From an optimization exercise on the open Yosys and OpenROAD flow, aimed at small area and a short achievable clock period; shortcuts taken in it are not production practice.
Where RTL was checked, it was by simulation tests only, not by an equivalence proof against the original.
No activity file was given, so power comes from the tool's default toggle rates.

// rv_exec_top
module rv_exec_top (
    input  logic                  clk,
    input  logic                  resetb,
    input  logic                  in_valid,
    input  rv_exec_pkg::word_t    in_insn,
    input  rv_exec_pkg::word_t    in_pc,
    input  rv_exec_pkg::word_t    in_rs1_data,
    input  rv_exec_pkg::word_t    in_rs2_data,
    output logic                  out_valid,
    output rv_exec_pkg::reg_idx_t out_rd,
    output logic                  out_rd_we,
    output rv_exec_pkg::word_t    out_result,
    output rv_exec_pkg::word_t    out_next_pc,
    output logic                  out_illegal
);
clock: 5.0 ns
lec_check: 0
abc_area: 1
cap_margin: 20
core_margin: 2
core_utilization: 40
setup_slack_margin: 2.0
slew_margin: 20
standard.sh (not shown) runs the stock make flow with config.mk's settings and CLKGATE_MAP_FILE= SYNTH_SCRIPT=/design/flow/synth_recipe.tcl, a recipe that flattens the netlist after the stock synthesis.
==> flow/flow/run.sh <==
#!/bin/bash
# The standard layout, with plain buffers on the ports instead of the
# delay cells buffer_ports picks by default.
set -euo pipefail
export BUFFER_PORTS_ARGS="-buffer_cell sky130_fd_sc_hd__buf_1"
bash standard.sh > flow_make.log 2>&1
Then changed:
- ABC_AREA: 1 -> not set
Total power rose by about a fifth.
Setup slack got worse by 0.36 ns.
Clock-buffer cell count is unchanged.
Register-to-register slack got worse by 0.47 ns.
First-iteration DRC count came out lower by a few percent.
Wire length shrinks by a little under a tenth.
Final cell count drops by about a fifth.
Flip-flop and latch count stays the same.
Clock skew went down by 0.0032 ns.
Hold slack gains 0.014 ns.
Final area is higher by a few percent.

* * *

Setup of amber:
Another version of the RTL of rv_exec_top (not shown whole).
Size: about 1,700 cells after synthesis, ~200 I/O pins, ~13,000 sq um of cells after synthesis.
clock: 5.0 ns
lec_check: 0
cap_margin: 20
core_margin: 2
core_utilization: 40
setup_slack_margin: 2.0
slew_margin: 20
Scripts as last shown in full above: flow/flow/run.sh
amber completed every stage of the flow, and the final layout passed the timing, DRC and antenna checks.
[inputs] lagoon vs amber
- ABC_AREA newly set to 1
Results
Per the comparison of lagoon with amber, fill cell instance count of the final layout higher; fraction of synthesized cell area in xor and xnor cells saw a decrease; power shows a reduction of about 11%.
Clock tree buffer count of the final layout (lagoon over amber): decrease, 3
[lagoon vs amber] clock network fraction of design power: higher in lagoon
From amber to lagoon the numbers moved as follows: die area shows an increase of about 0.8%; final non-filler cell total moved up; clock transition time at the flip-flop clock pins of the worst setup and hold paths about even.
amber -> lagoon: cell area decreased by a few percent
Length in cells of the worst reg-to-reg path sits higher in lagoon than in amber.
A worst setup path startpoint of i_decode.d_op1[2]$_DFF_P_ is what lagoon shows, while in_insn[2] belongs to amber.
## Diff of input files: raven against lagoon
- changing SETUP_SLACK_MARGIN from 2.0 to 2.5
- removing ABC_AREA (formerly 1)
### Flow results
Looking at fraction of layout cells with a size suffix above 1, raven sits 11 points higher than lagoon does. Compared with lagoon, number of cells after detailed placement in raven decreased by more than 10%. Going from lagoon to raven, aggregate routed wire length decreased 3.2%; ratio of final minimum period to clock period now sits higher; fraction of area in registers decreased 0.79 points; worst hold margin up 0.0069 ns; wire length of the first global-routing pass has decreased. Measured against lagoon, the post-synthesis instance total of raven comes out at 0.78 times the reference value.
No run of this note included a check of the RTL's function; only the layout flow was run.

* * *

Another version of the RTL of rv_exec_top (not shown whole).
For scale: roughly 2,200 cells after synthesis, ~180 flip-flops, roughly 200 I/O pins.
export LEC_CHECK = 0
export ABC_AREA = 1
export CAP_MARGIN = 20
export CORE_MARGIN = 2
export CORE_UTILIZATION = 40
export SETUP_SLACK_MARGIN = 2.3
export SLEW_MARGIN = 20
create_clock -name core_clock -period 5.0 [get_ports {clk}]
Scripts as last shown in full above: flow/flow/run.sh
The baseline completed with no timing, DRC or antenna violations.
Change:
Settings changed: SETUP_SLACK_MARGIN 2.3 to 2.5.
Routed wire length is lower by 2.6%.
Hold slack is better by 0.011 ns.
Non-clock buffer count is higher by 33.
Final area rose by 5.0%.
Via count grows by 2.1%.
Die area stays the same.
Synthesized area stays the same.
Total power came out lower by 1.5%.
Register-to-register slack improves by 0.14 ns.
Worst setup slack gets better by 0.13 ns.
Change:
Settings changed: SETUP_SLACK_MARGIN 2.5 to 3.0.
The new run went through all stages and came out clean. Combinational power went up by 34%. Register-to-register slack is better by 0.05 ns. Die area is unchanged. Routed wire length rises by 7.9%. Maximum frequency came out higher by 2.3%. Cell area climbs by 23%. Power increases by 15%. Synthesized area does not change. Sequential power hardly moves. Sequential cell count stays the same. Count of clock-buffer cells in the layout decreases by 1.
Change:
Settings changed: SETUP_SLACK_MARGIN 3.0 to 2.8.
Outcome: Sequential cell count stays the same; final cell count came out lower slightly; register-to-register slack is better by 0.03 ns; cell area came out lower by roughly a tenth; hold slack is worse by 0.0065 ns; wire length came out lower by a few percent; clock power is about the same; core utilization came out lower by 5.8 points.

* * *

== harbor ==
rv_exec_top, a different RTL version from the one above (not shown whole).
Size in the first run: about 1900 cells after synthesis, ~210 flip-flops, roughly 200 I/O pins, about 15000 µm² of cells after synthesis.
Settings: LEC_CHECK=0, CAP_MARGIN=20, CORE_MARGIN=2, CORE_UTILIZATION=40, SETUP_SLACK_MARGIN=1.5, SLEW_MARGIN=20; clock period 5.0 ns.
run.sh (not shown) runs the stock make flow with config.mk's settings and CLKGATE_MAP_FILE= SYNTH_SCRIPT=/design/flow/synth_recipe.tcl, a recipe that flattens the netlist after the stock synthesis.
Stock flow here: none of the scripts above is used.
harbor: flow completed, timing, DRC and antenna clean
Inputs modified between harbor and zinc:
- a deleted SETUP_SLACK_MARGIN that had been 1.5
[summary]
Per the comparison of zinc with harbor, share of final-layout standard cells stronger than drive strength 1 has decreased, final total power has decreased, power drawn by the combinational cells has decreased, maximum operating frequency has decreased, via count has decreased. Area of placed instances ended up about 1.2% lower on zinc than on harbor. | design area | zinc vs harbor | better |. Of zinc and harbor, the run reporting the higher final critical path time including I/O delays and setup was zinc. Side by side, global-route met1 utilization turned out lower in zinc than in harbor. Setup WNS harbor -> zinc: worse. On power density of the placed cells, the higher figure sits with zinc, not harbor.
No functional check of the RTL was part of any run of this note.

* * *

Another version of the RTL of rv_exec_top (not shown whole).
Size: roughly 1,900 cells after synthesis, ~170 flip-flops, roughly 15,000 um2 of cells after synthesis.
clock: 5.0 ns
lec_check: 0
cap_margin: 20
core_margin: 2
core_utilization: 40
setup_slack_margin: 2.0
slew_margin: 20
standard.sh (not shown) runs the stock make flow with config.mk's settings and CLKGATE_MAP_FILE= SYNTH_SCRIPT=/design/flow/synth_recipe.tcl, a recipe that flattens the netlist after the stock synthesis.
Scripts as last shown in full above: flow/flow/run.sh
The starting point finished clean.
Then changed:
SETUP_SLACK_MARGIN = default   (was 2.0)
Die area does not change.
Core utilization came out lower by 6.3 points.
Clock skew is about the same.
Final cell count came out lower by 3.7%.
Final area came out lower by 12%.
Synthesized area stays the same.
Register-to-register slack is worse by 0.74 ns.
Non-clock buffer count came out lower by 89.
Worst setup slack is worse by 0.85 ns.
Worst hold slack is better by 0.0036 ns.
Fmax came out lower by about 20%.
Function was not checked in any run of this note: the RTL went through the layout flow alone.

## separate check: timing with driven ports
The results above use ideal ports. As a check the final layouts listed here were re-extracted and re-timed, cells and wires unchanged.
Step 1 assumes that a clkbuf_16 drives the clock port and a buf_2 every other input.
Step 2 moves the port delays by t, midway between the first and last clock arrival at a register: inputs arrive t later, outputs are due t later. That takes back most of the time a late clock gives input paths.
Slacks: ideal / step 1 / step 2; pairs: ideal / step 1.
| run | shift t [ns] | setup WS [ns] | worst setup path after step 2 | slew at the worst register clock pin (ns) |
|---|---|---|---|---|
| the first run of note 1 | 0.510 | 1.953 / 1.929 / 1.418 | input to register | 0.08 / 0.08 |
| the second run of note 1 | 0.503 | 1.592 / 1.607 / 1.104 | input to register | 0.08 / 0.08 |
| amber | 0.495 | 1.379 / 1.387 / 0.891 | input to register | 0.08 / 0.08 |
| lagoon | 0.495 | 1.909 / 1.909 / 1.455 | input to register | 0.08 / 0.08 |
| raven | 0.492 | 1.329 / 1.343 / 0.851 | input to register | 0.08 / 0.08 |
| the first run of note 3 | 0.508 | 2.402 / 2.408 / 1.911 | input to register | 0.09 / 0.09 |
| the second run of note 3 | 0.501 | 2.530 / 2.527 / 2.026 | input to register | 0.08 / 0.08 |
| the third run of note 3 | 0.508 | 2.585 / 2.577 / 2.070 | input to register | 0.08 / 0.08 |
| the fourth run of note 3 | 0.508 | 2.628 / 2.628 / 2.134 | input to register | 0.08 / 0.08 |
| harbor | 0.567 | 0.747 / 0.771 / 0.204 | input to register | 0.06 / 0.06 |
| zinc | 0.583 | 0.140 / 0.165 / -0.418 | input to register | 0.06 / 0.06 |
| the first run of note 5 | 0.485 | 1.445 / 1.422 / 0.937 | input to register | 0.08 / 0.08 |
| the second run of note 5 | 0.477 | 0.596 / 0.609 / 0.132 | input to register | 0.08 / 0.08 |
Met with ideal ports but missed after step 2: setup timing in zinc. The setup slack of zinc, which loses most, moves by +0.025 ns with the drivers and by -0.558 ns with both steps.
